From an optimization exercise on the open Yosys and OpenROAD flow, aimed at small area, a short achievable clock period and few clock cycles per item; shortcuts taken in it are not production practice.
Function was checked by simulation only, so behaviour that the tests miss may differ from the original.
Power figures rest on the tool's default switching activity, not on a simulated workload.

<file path="flow/run.sh">
#!/bin/bash
# synth_recipe.tcl (not shown) runs the flow's synth.tcl, then flattens the netlist and writes it again
# the make line also repeats each setting of config.mk as NAME=value (left out here)
make -C /OpenROAD-flow-scripts/flow DESIGN_CONFIG=/design/flow/config.mk WORK_HOME=/design/flow/orfs CLKGATE_MAP_FILE= SYNTH_SCRIPT=/design/flow/synth_recipe.tcl finish
</file>
<file path="flow/config.mk">
export PLATFORM = sky130hd
export DESIGN_NAME = sparse_compactor
export DESIGN_NICKNAME = sparse_compactor
export VERILOG_FILES = /design/flow/design.v
export SDC_FILE = /design/flow/constraint.sdc
export NUM_CORES = 4
export LEC_CHECK = 0
export CAP_MARGIN = 20
export CORE_AREA = 5 5 415 415
export DIE_AREA = 0 0 420 420
export SLEW_MARGIN = 20
</file>
<file path="flow/constraint.sdc">
create_clock -name core_clock -period 5.0 [get_ports {clk}]
set_input_delay 1.0000 -clock core_clock [delete_from_list [all_inputs] [get_ports {clk}]]
set_output_delay 1.0000 -clock core_clock [all_outputs]
set_load 0.01 [all_outputs]
</file>
<file path="flow/design.v">
package compact_pkg;
	localparam int ELEM_W = 4 + 16;
	typedef logic signed [ELEM_W-1:0] elem_t;
	typedef logic [$clog2(16)-1:0] idx_t;
	typedef enum logic [1:0] {
		ST_IDLE,  
		ST_SCAN,  
		ST_HOLD   
	} scan_state_e;
endpackage
`timescale 1ns/1ps
module scan_fsm (
	clk,
	reset,
	i_in_valid,
	i_out_taken,
	i_last,
	o_in_ready,
	o_out_valid,
	o_capture,
	o_step,
	o_release
);
input clk, reset;
input i_in_valid;
input i_out_taken;
input i_last;
output logic o_in_ready;
output logic o_out_valid;
output logic o_capture;
output logic o_step;
output logic o_release;
compact_pkg::scan_state_e state;
compact_pkg::scan_state_e next_state;
logic accept;  
logic take;    
assign accept = ((state == compact_pkg::ST_IDLE) || take) && i_in_valid;
assign take = (state == compact_pkg::ST_HOLD) && i_out_taken;
always_ff @(posedge clk) begin
	if (reset) begin
		state <= compact_pkg::ST_IDLE;
	end
	else begin
		state <= next_state;
	end
end
always_comb begin
	next_state = state;
	case (state)
		compact_pkg::ST_IDLE: begin
			if (accept) begin
				next_state = compact_pkg::ST_SCAN;
			end
		end
		compact_pkg::ST_SCAN: begin
			if (i_last) begin
				next_state = compact_pkg::ST_HOLD;
			end
		end
		compact_pkg::ST_HOLD: begin
			if (take) begin
				next_state = i_in_valid ? compact_pkg::ST_SCAN : compact_pkg::ST_IDLE;
			end
		end
		default: begin
			next_state = compact_pkg::ST_IDLE;
		end
	endcase
end
assign o_in_ready = (state == compact_pkg::ST_IDLE) || take;
assign o_out_valid = (state == compact_pkg::ST_HOLD);
assign o_capture = accept;
assign o_step = (state == compact_pkg::ST_SCAN);  
assign o_release = take;
endmodule
`timescale 1ns/1ps
module scan_counter (
	clk,
	reset,
	i_clear,
	i_step,
	o_index,
	o_last
);
input clk, reset;
input i_clear;
input i_step;
output compact_pkg::idx_t o_index;
output logic o_last;
always_ff @(posedge clk) begin
	if (reset) begin
		o_index <= '0;
	end
	else if (i_clear) begin
		o_index <= '0;  
	end
	else if (i_step) begin
		o_index <= o_index + 1'b1;  
	end
end
assign o_last = (o_index == compact_pkg::idx_t'(16 - 1));
endmodule
`timescale 1ns/1ps
module operand_buffer (
	clk,
	reset,
	i_capture,
	i_frame,
	i_index,
	o_elem
);
input clk, reset;
input i_capture;
input logic [16*compact_pkg::ELEM_W-1:0] i_frame;
input compact_pkg::idx_t i_index;
output compact_pkg::elem_t o_elem;
compact_pkg::elem_t frame_q [16];
always_ff @(posedge clk) begin
	if (reset) begin
		for (int i = 0; i < 16; i++) begin
			frame_q[i] <= '0;
		end
	end
	else if (i_capture) begin
		for (int i = 0; i < 16; i++) begin
			frame_q[i] <= i_frame[i*compact_pkg::ELEM_W +: compact_pkg::ELEM_W];
		end
	end
end
assign o_elem = frame_q[i_index];
endmodule
`timescale 1ns/1ps
module zero_compactor (
	clk,
	reset,
	i_step,
	i_release,
	i_elem,
	o_slots
);
input clk, reset;
input i_step;
input i_release;
input compact_pkg::elem_t i_elem;
output logic [16*compact_pkg::ELEM_W-1:0] o_slots;
compact_pkg::idx_t wr_ptr;  
logic elem_nz;
logic do_write;
assign elem_nz = (i_elem != '0);
assign do_write = i_step && elem_nz;
always_ff @(posedge clk) begin
	if (reset || i_release) begin
		o_slots <= '0;
	end
	else if (do_write) begin
		for (int i = 0; i < 16; i++) begin
			if (wr_ptr == compact_pkg::idx_t'(i)) begin
				o_slots[i*compact_pkg::ELEM_W +: compact_pkg::ELEM_W] <= i_elem;
			end
		end
	end
end
always_ff @(posedge clk) begin
	if (reset || i_release) begin
		wr_ptr <= '0;
	end
	else if (do_write) begin
		wr_ptr <= wr_ptr + 1'b1;
	end
end
endmodule
`timescale 1ns/1ps
module sparse_compactor (
	clk,
	reset,
	i_in_valid,
	o_in_ready,
	i_act,
	i_wgt,
	o_out_valid,
	i_out_taken,
	o_act,
	o_wgt
);
input clk, reset;
input i_in_valid;
output logic o_in_ready;
input logic [16*compact_pkg::ELEM_W-1:0] i_act;
input logic [16*compact_pkg::ELEM_W-1:0] i_wgt;
output logic o_out_valid;
input i_out_taken;
output logic [16*compact_pkg::ELEM_W-1:0] o_act;
output logic [16*compact_pkg::ELEM_W-1:0] o_wgt;
logic capture;
logic step;
logic release_pulse;
logic last;
compact_pkg::idx_t scan_index;
compact_pkg::elem_t act_elem;
compact_pkg::elem_t wgt_elem;
scan_fsm fsm (
	.clk(clk),
	.reset(reset),
	.i_in_valid(i_in_valid),
	.i_out_taken(i_out_taken),
	.i_last(last),
	.o_in_ready(o_in_ready),
	.o_out_valid(o_out_valid),
	.o_capture(capture),
	.o_step(step),
	.o_release(release_pulse)
);
scan_counter counter (
	.clk(clk),
	.reset(reset),
	.i_clear(capture),
	.i_step(step),
	.o_index(scan_index),
	.o_last(last)
);
operand_buffer act_buf (
	.clk(clk),
	.reset(reset),
	.i_capture(capture),
	.i_frame(i_act),
	.i_index(scan_index),
	.o_elem(act_elem)
);
operand_buffer wgt_buf (
	.clk(clk),
	.reset(reset),
	.i_capture(capture),
	.i_frame(i_wgt),
	.i_index(scan_index),
	.o_elem(wgt_elem)
);
zero_compactor act_pack (
	.clk(clk),
	.reset(reset),
	.i_step(step),
	.i_release(release_pulse),
	.i_elem(act_elem),
	.o_slots(o_act)
);
zero_compactor wgt_pack (
	.clk(clk),
	.reset(reset),
	.i_step(step),
	.i_release(release_pulse),
	.i_elem(wgt_elem),
	.o_slots(o_wgt)
);
endmodule
</file>
==> notes.md <==
status=complete, no violations; Clock Sinks=1294; initial cell density of the core=0.303; Via Count=48327; startpoint types=flip-flop; post_cts resized=0; vias in the first global route=46207; clock-pin slew on the worst setup and hold paths=60 ps; DRC violation total after the first TritonRoute iteration=5266; setup TNS=0 ps; crit path capture type=flip-flop; cell with the most instances after synthesis=nand2_1; Die Wd=420 um; Finished Core Util=0.424; Final Power=0.0245 W; CTS tree=yes; type of the worst setup path=reg2reg; Static Leakage=29.1 nW; P&R area growth vs syn=39.8%; relative slew slack=0.232; port buffer count=1285; post-synthesis cell type count=65; total setup buffers inserted after CTS=0; maximum VDD drop=0.296 mV; DP HPWL=189000 um; Syn Nets=6505; EDFF count, synth=0; hold path depth=2; grt total ovfl=0; sequential area share after synthesis=0.511; initial antenna violation count=40; largest net degree at the start of global routing=218; Req. time, crit path=5690 ps; RSZ-0062 raised after global routing=false; #FFs+latches synth=1294; reg-to-reg startpoint=counter.o_index[0]$_SDFFE_PP0P_; Max clock buf depth=3; reg-to-reg setup timing slack=170 ps; Post-Synthesis Mean Instance Area=8.67 um2; post-synth top area share=0.511; max cap viols=0; H-Tree Depth=4; fin nets=7605; layout cells sized above 1=0.0658; root buffer cell=clkbuf_16; placed cell areas=66100 um2; min cycle time layout=4830 ps; Skew-Pair Late Insertion Delay=790 ps; Post-Syn Instances=5849; Crit. Startpoint=counter.o_index[0]$_SDFFE_PP0P_; hold buffer count at cts=0; gpl congestion=0.964; fmax=207 MHz; # rows=150; top cells by count, synth=nand2_1 (2033), dfxtp_1 (1294), a21oi_1 (726), mux2i_1 (674), clkbuf_1 (343); Setup Skew=30.8 ps; Synth area leaders=dfxtp_1 (51%), nand2_1 (15%), mux2i_1 (13%); Worst Setup EP=act_pack.o_slots[46]$_SDFFE_PP0P_; Slew Viols, Final=0; Final Setup Violations=0; Die Ht=420 um; DR DRC count=0; critical path peak fanout=37; Power Density=346 nW/um2; CTS buffer count=142; DP Worst Slack=325 ps; YS warnings=5; worst min path class=reg2reg; Slew @ Worst Pin=1150 ps; critical path arrival=5520 ps; Final ANT Viol Nets=0; die area=176000 um2; Main synth FF type=dfxtp_1; Final Hold Viols=0; Core Footprint=167000 um2; fin worst setup slack=169 ps; I/O pins=1286; Yosys top cell by area=dfxtp_1; first-pass GRT wire length=346000 um; final instance area=70900 um2; Synth Cell Area=50700 um2; Avg Vias per Cell=5.21; DR pass1 iterations=9; post-route clock period utilization=0.966; r2r endpoint=act_pack.o_slots[46]$_SDFFE_PP0P_; worst reg-to-reg path cell count=13; gr usage total=0.271; Async SR Flop Fraction=0; Post-Route WL=253000 um; Wirelength per Cell=27.2 um
==> sequential cells by signal, indices dropped and copies added, names as in the netlist <==
| signal | flops |
|---|---|
| act_buf.frame_q | 320 |
| wgt_buf.frame_q | 320 |
| wgt_pack.wr_ptr | 4 |
| act_pack.wr_ptr | 4 |
| act_pack.o_slots | 320 |
| counter.o_index | 4 |
| wgt_pack.o_slots | 320 |
| fsm.state | 2 |
==> cell families (layout without fill, tap and decap cells) <==
logic type      Yosys count  in the layout  share of synthesized area
fa+ha+maj                12             12                    0.00296
other cells               0             25                          0
mux                     682            682                      0.135
flops                  1294           1294                      0.511
xor+xnor                  3              3                   0.000518
simple gates           2219           2219                      0.170
compound gates         1111           1111                      0.133
buf+inv                 528           1729                     0.0479
==> metal layers <==
layer	wire [um]	vias to the layer above	track usage
met5	138	-	0
met4	14000	24	0.149
met3	19600	536	0.0584
met2	121000	2324	0.450
met1	98400	23445	0.327
li1	-	21998	-
==> cell type report <==
| class | count | area [um2] |
|---|---|---|
| clock inverter | 42 | 515 |
| antenna | 25 | 62.6 |
| clock buffer | 203 | 4220 |
| multi-input combinational | 4027 | 22600 |
| sequential | 1294 | 25900 |
| timing repair buffer | 1471 | 14800 |
| tap | 2204 | 2760 |
| fill | 16551 | 96300 |
| inverter | 13 | 48.8 |
==> power by group <==
group          internal, W  switching (W)
logic              0.00106        0.00179
clock network      0.00625        0.00448
registers           0.0107       0.000253
total               0.0180        0.00653
==> placed cells by master (no fill, tap or decap), types with 7 or more instances in the layout <==
cell	instances
clkbuf_8	31
nand3_1	59
o211ai_4	8
o21ai_0	29
clkdlybuf4s50_1	1284
clkbuf_16	148
nand2_1	2027
a21oi_1	725
ha_1	8
bufinv_16	7
nand4_1	8
dfxtp_1	1292
a22oi_1	109
nor3_1	15
clkinv_2	20
nor2_1	53
a211oi_1	13
a221oi_1	38
a22o_1	18
o22ai_1	16
o32a_1	8
inv_1	11
diode_2	25
nand3b_1	7
clkbuf_1	24
a222oi_1	35
a31oi_1	17
a311oi_1	11
buf_12	42
nand2b_1	7
o211ai_1	31
mux2i_1	674
buf_4	144
==> stage by stage <==
stage / instances / hold WS [ps]
5_1_grt: 9277 / 468
6_report: 9279 / 452
2_1_floorplan: 5849 / 432
4_1_cts: 9254 / 454
3_3_place_gp: 9009 / 442
3_5_place_dp: 9009 / 445
==> worst max-delay path, stage by stage, from the launching register on <==
cell	delay (ps)
dfxtp_1	510
inv_1	200
ha_4	360
buf_4	370
a222oi_1	880
mux2i_1	250
a221oi_1	400
a31oi_1	170
nor2_1	130
nand4_2	110
buf_4	250
o211ai_1	290
buf_4	450
mux2i_1	260
==> worst min path at each step <==
stage / slack (ps) / end / start
after detailed placement: 440 / wgt_buf.frame_q[7][16]$_SDFFE_PP0P_ / wgt_buf.frame_q[7][16]$_SDFFE_PP0P_
after global routing: 470 / act_buf.frame_q[11][16]$_SDFFE_PP0P_ / act_buf.frame_q[11][16]$_SDFFE_PP0P_
after floorplan: 430 / wgt_buf.frame_q[1][14]$_SDFFE_PP0P_ / wgt_buf.frame_q[1][14]$_SDFFE_PP0P_
after global placement: 440 / wgt_buf.frame_q[4][15]$_SDFFE_PP0P_ / wgt_buf.frame_q[4][15]$_SDFFE_PP0P_
final: 450 / wgt_buf.frame_q[12][11]$_SDFFE_PP0P_ / wgt_buf.frame_q[12][11]$_SDFFE_PP0P_
after CTS: 450 / wgt_buf.frame_q[7][16]$_SDFFE_PP0P_ / wgt_buf.frame_q[7][16]$_SDFFE_PP0P_
Testbench counts, summed over its fixed seeds: cycles 21,768, items 1,280.

## afterwards: timing with drivers on the ports
In the flow no input, the clock included, has a driving cell. The finished layout below was timed again as built, in two steps. Step 1 assumes that a clkbuf_16 drives the clock port and a buf_2 every other input. Step 2 also shifts input and output timing later by t, the mid clock arrival at the registers, as if the neighbouring blocks saw the same clock. a / b / c = ideal ports / drivers / drivers and shift; a / b = the first two.
t, ns: 0.855
slack for setup (ns): 0.169 / 0.169 / 0.169
hold WS [ns]: 0.452 / 0.452 / 0.452
latest minus earliest clock arrival (ns): 0.031 / 0.031
cell pins on the clock port's net: 1
After both steps setup and hold are still met in this run. The setup slack of this run moves by 0.000 ns with the drivers and by 0.000 ns with both steps.
